From an optimization exercise on the open Yosys and OpenROAD flow, aimed at small area; shortcuts taken in it are not production practice.
Only simulation tests tie the RTL to the original design; equivalence was not proved.
Power and IR drop assume default switching activity.

==> flow/design.v <==
`default_nettype none
package mshr_pkg;
  localparam int NUM_MSHRS      = 4;
  localparam int NUM_SDQ        = 4;
  localparam int RPQ_DEPTH      = 2;
  localparam int ADDR_W         = 32;
  localparam int DATA_W         = 64;
  localparam int BLOCK_OFF_BITS = 6;
  localparam int IDX_BITS       = 6;
  localparam int REQ_ID_W       = 4;
  localparam int BLOCK_W        = ADDR_W - BLOCK_OFF_BITS;   
  localparam int MSHR_ID_W      = 2;
  localparam int SDQ_ID_W       = 2;
  localparam logic [ADDR_W-1:0] CACHE_BASE_0 = 32'h1000_0000;
  localparam logic [ADDR_W-1:0] CACHE_MASK_0 = 32'hff00_0000;   
  localparam logic [ADDR_W-1:0] CACHE_BASE_1 = 32'h8000_0000;
  localparam logic [ADDR_W-1:0] CACHE_MASK_1 = 32'hf000_0000;   
  localparam int REPLAY_REQ_W   = ADDR_W + 1 + REQ_ID_W + SDQ_ID_W;
  localparam int ACQUIRE_W      = BLOCK_W + MSHR_ID_W;
endpackage
`default_nettype wire
`timescale 1ns/1ps
`default_nettype none
module mshr_file (
  input  wire logic                              clock,
  input  wire logic                              reset,
  input  wire logic                              req_valid,
  input  wire logic [mshr_pkg::ADDR_W-1:0]       req_addr,
  input  wire logic                              req_is_write,
  input  wire logic [mshr_pkg::DATA_W-1:0]       req_data,
  input  wire logic [mshr_pkg::REQ_ID_W-1:0]     req_req_id,
  output logic                                   req_ready,
  output logic                                   block_hit,
  output logic                                   set_conflict,
  output logic                                   acquire_valid,
  output logic [mshr_pkg::BLOCK_W-1:0]           acquire_block_addr,
  output logic [mshr_pkg::MSHR_ID_W-1:0]         acquire_mshr_id,
  input  wire logic                              acquire_ready,
  input  wire logic                              grant_valid,
  input  wire logic [mshr_pkg::MSHR_ID_W-1:0]    grant_id,
  output logic                                   replay_valid,
  output logic [mshr_pkg::ADDR_W-1:0]            replay_addr,
  output logic                                   replay_is_write,
  output logic [mshr_pkg::REQ_ID_W-1:0]          replay_req_id,
  output logic [mshr_pkg::SDQ_ID_W-1:0]          replay_sdq_id,
  output logic [mshr_pkg::DATA_W-1:0]            replay_data,
  input  wire logic                              replay_ready
);
  localparam int N  = 4;
  localparam int CB = 23;    
  localparam int QW = 13;    
  localparam logic [1:0] S_IDLE       = 2'd0;
  localparam logic [1:0] S_ACQUIRE    = 2'd1;
  localparam logic [1:0] S_WAIT_GRANT = 2'd2;
  localparam logic [1:0] S_REPLAY     = 2'd3;
  logic [1:0]    state [N];
  logic [N-1:0]  two;           
  logic [N-1:0]  head;          
  logic [CB-1:0] blk   [N];
  logic [QW-1:0] q0    [N];
  logic [QW-1:0] q1    [N];
  logic [3:0]    sdq_valid;
  logic [63:0]   sdq_data [4];
  logic          acq_held;
  logic [1:0]    acq_held_sel;
  logic          rep_held;
  logic [1:0]    rep_held_sel;
  logic [CB-1:0] req_cblk;
  logic          cacheable;
  logic [N-1:0]  busy, idx_match, blk_match, sec_open;
  logic [N-1:0]  lowest_free;
  logic          pri_ok, sec_ok, sdq_has_free, req_fire;
  logic [1:0]    sdq_alloc_id;
  assign req_cblk  = {req_addr[31], req_addr[27:6]};
  assign cacheable = (req_addr[31:24] == 8'h10) || (req_addr[31:28] == 4'h8);
  always_comb begin
    for (int i = 0; i < N; i++) begin
      busy[i]      = (state[i] != S_IDLE);
      idx_match[i] = busy[i] && (blk[i][5:0] == req_cblk[5:0]);
      blk_match[i] = busy[i] && (blk[i] == req_cblk);
      sec_open[i]  = blk_match[i] && (state[i][0] ^ state[i][1]) && !two[i];   
    end
  end
  assign lowest_free = ~busy & (busy + 1'b1);
  always_comb begin
    sdq_alloc_id = 2'd0;
    for (int i = 3; i >= 0; i--) begin
      if (!sdq_valid[i]) sdq_alloc_id = i[1:0];
    end
  end
  assign sdq_has_free = !(&sdq_valid);
  assign pri_ok       = !(|idx_match) && !(&busy);
  assign sec_ok       = |sec_open;
  assign block_hit    = cacheable && (|blk_match);
  assign set_conflict = cacheable && (|(idx_match & ~blk_match));
  assign req_ready    = cacheable && (!req_is_write || sdq_has_free) && (pri_ok || sec_ok);
  assign req_fire     = req_valid && req_ready;
  logic [N-1:0] pri_alloc, sec_alloc;
  assign pri_alloc = lowest_free & {N{req_fire && pri_ok}};
  assign sec_alloc = sec_open & {N{req_fire}};
  logic [QW-1:0] req_q;
  assign req_q = {req_addr[5:0], req_is_write, req_req_id, sdq_alloc_id};
  logic [N-1:0] acq_v, rep_v;
  always_comb begin
    for (int i = 0; i < N; i++) begin
      acq_v[i] = (state[i] == S_ACQUIRE);
      rep_v[i] = (state[i] == S_REPLAY);
    end
  end
  function automatic logic [1:0] prio(input logic [3:0] v);
    prio = v[0] ? 2'd0 : v[1] ? 2'd1 : v[2] ? 2'd2 : 2'd3;
  endfunction
  logic [1:0] acq_sel, rep_sel;
  assign acq_sel = acq_held ? acq_held_sel : prio(acq_v);
  assign rep_sel = rep_held ? rep_held_sel : prio(rep_v);
  assign acquire_valid = |acq_v;
  assign replay_valid  = |rep_v;
  logic [N-1:0] acq_fire, rep_fire;
  always_comb begin
    for (int i = 0; i < N; i++) begin
      acq_fire[i] = acquire_ready && acq_v[i] && (acq_sel == i[1:0]);
      rep_fire[i] = replay_ready && rep_v[i] && (rep_sel == i[1:0]);
    end
  end
  always_ff @(posedge clock or posedge reset) begin
    if (reset) begin
      acq_held <= 1'b0;
      rep_held <= 1'b0;
    end else begin
      acq_held <= acquire_valid && !acquire_ready;
      rep_held <= replay_valid && !replay_ready;
    end
  end
  always_ff @(posedge clock) begin
    acq_held_sel <= acq_sel;
    rep_held_sel <= rep_sel;
  end
  for (genvar i = 0; i < N; i++) begin : g_entry
    always_ff @(posedge clock or posedge reset) begin
      if (reset) begin
        state[i] <= S_IDLE;
      end else begin
        case (state[i])
          S_IDLE:       if (pri_alloc[i]) state[i] <= S_ACQUIRE;
          S_ACQUIRE:    if (acq_fire[i]) state[i] <= S_WAIT_GRANT;
          S_WAIT_GRANT: if (grant_valid && grant_id == i) state[i] <= S_REPLAY;
          default:      if (rep_fire[i] && (head[i] || !two[i])) state[i] <= S_IDLE;
        endcase
      end
    end
    always_ff @(posedge clock) begin
      if (!busy[i]) begin
        blk[i]  <= req_cblk;
        q0[i]   <= req_q;
        two[i]  <= 1'b0;
        head[i] <= 1'b0;
      end else begin
        if (sec_alloc[i]) two[i] <= 1'b1;
        if (rep_fire[i]) head[i] <= 1'b1;
      end
      if (!two[i] || !busy[i]) q1[i] <= req_q;
    end
  end
  logic sdq_enq;
  assign sdq_enq = req_fire && req_is_write;
  always_ff @(posedge clock or posedge reset) begin
    if (reset) begin
      sdq_valid <= '0;
    end else begin
      if (replay_valid && replay_ready && replay_is_write) sdq_valid[replay_sdq_id] <= 1'b0;
      if (sdq_enq) sdq_valid[sdq_alloc_id] <= 1'b1;
    end
  end
  for (genvar j = 0; j < 4; j++) begin : g_sdq
    always_ff @(posedge clock) begin
      if (!sdq_valid[j]) sdq_data[j] <= req_data;
    end
  end
  logic [CB-1:0] acq_blk, rep_blk;
  logic [QW-1:0] rep_q;
  always_comb begin
    acq_blk = '0;
    rep_blk = '0;
    rep_q   = '0;
    for (int i = 0; i < N; i++) begin
      acq_blk = acq_blk | (blk[i] & {CB{acq_sel == i[1:0]}});
      rep_blk = rep_blk | (blk[i] & {CB{rep_sel == i[1:0]}});
      rep_q   = rep_q | (q0[i] & {QW{rep_sel == i[1:0] && !head[i]}})
                      | (q1[i] & {QW{rep_sel == i[1:0] && head[i]}});
    end
  end
  assign acquire_block_addr = {acq_blk[22], 2'b00, !acq_blk[22], acq_blk[21:0]};
  assign acquire_mshr_id    = acq_sel;
  assign replay_addr     = {rep_blk[22], 2'b00, !rep_blk[22], rep_blk[21:0], rep_q[12:7]};
  assign replay_is_write = rep_q[6];
  assign replay_req_id   = rep_q[5:2];
  assign replay_sdq_id   = rep_q[1:0];
  always_comb begin
    replay_data = '0;
    for (int j = 0; j < 4; j++) begin
      replay_data = replay_data | (sdq_data[j] & {64{replay_is_write && replay_sdq_id == j[1:0]}});
    end
  end
endmodule
`default_nettype wire
clock: 5.5 ns
lec_check: 0
cap_margin: 20
core_margin: 2
core_utilization: 40
place_density: 0.6
setup_slack_margin: 0.15
slew_margin: 20
standard.sh (not shown) runs the stock make flow with config.mk's settings and CLKGATE_MAP_FILE= SYNTH_SCRIPT=/design/flow/synth_recipe.tcl, a recipe that flattens the netlist after the stock synthesis.
==> flow/flow/run.sh <==
#!/bin/bash
set -euo pipefail
export BUFFER_PORTS_ARGS="-buffer_cell sky130_fd_sc_hd__buf_1"
export CTS_ARGS="-sink_clustering_enable -repair_clock_nets -dont_use_dummy_load -buf_list sky130_fd_sc_hd__clkbuf_8 -sink_clustering_size 20 -sink_clustering_max_diameter 60"
bash standard.sh > flow_standard.log 2>&1
Change:
==> flow/flow/run.sh (replaced) <==
#!/bin/bash
# The standard ORFS layout (standard.sh) with two changes:
# - port buffers use the smallest buffer, sky130_fd_sc_hd__buf_1
# - clock tree: clkbuf_8 buffers, larger sink clusters, no dummy loads
# Each tool's full output is in flow_standard.log and orfs/logs/.
set -euo pipefail
export BUFFER_PORTS_ARGS="-buffer_cell sky130_fd_sc_hd__buf_1"
export CTS_ARGS="-sink_clustering_enable -repair_clock_nets -dont_use_dummy_load -buf_list sky130_fd_sc_hd__clkbuf_8 -sink_clustering_size 16 -sink_clustering_max_diameter 50"
bash standard.sh > flow_standard.log 2>&1
The new run went through all stages and came out clean. Combinational power barely changes. Register-to-register slack got worse by 0.04 ns. Power is higher slightly. Clock-buffer cell count is higher by 14. Utilization is higher by 0.38 points. Design area is higher slightly. Sequential share of layout area is lower by 0.54 points. Clock power is higher by about a fifth. Worst hold slack got worse by 0.060 ns.

[re-timing with driven ports]
No port has a modelled driver above. Below, the same layouts with a new extraction and two added sets of constraints. Step 1 (the two cells are an assumption about what drives the block):
set clk [get_ports {clock}]
set_driving_cell -lib_cell sky130_fd_sc_hd__clkbuf_16 $clk
set_driving_cell -lib_cell sky130_fd_sc_hd__buf_2 [delete_from_list [all_inputs] $clk]
Step 2 times the ports against the registers' clock, not the clock port: input delays grow and output delays shrink by t, the midpoint of the rising clock arrivals with the driver on. a / b / c = no drivers / after step 1 / after step 2; a / b = the first two.
| run | t, ns | setup slack, ns | worst register clock-pin slew, ns |
|---|---|---|---|
| the first run | 0.633 | 0.470 / 0.420 / 0.815 | 0.12 / 0.12 |
| the second run | 0.674 | 0.393 / 0.344 / 0.871 | 0.10 / 0.10 |
After both steps setup and hold are still met in every run listed.
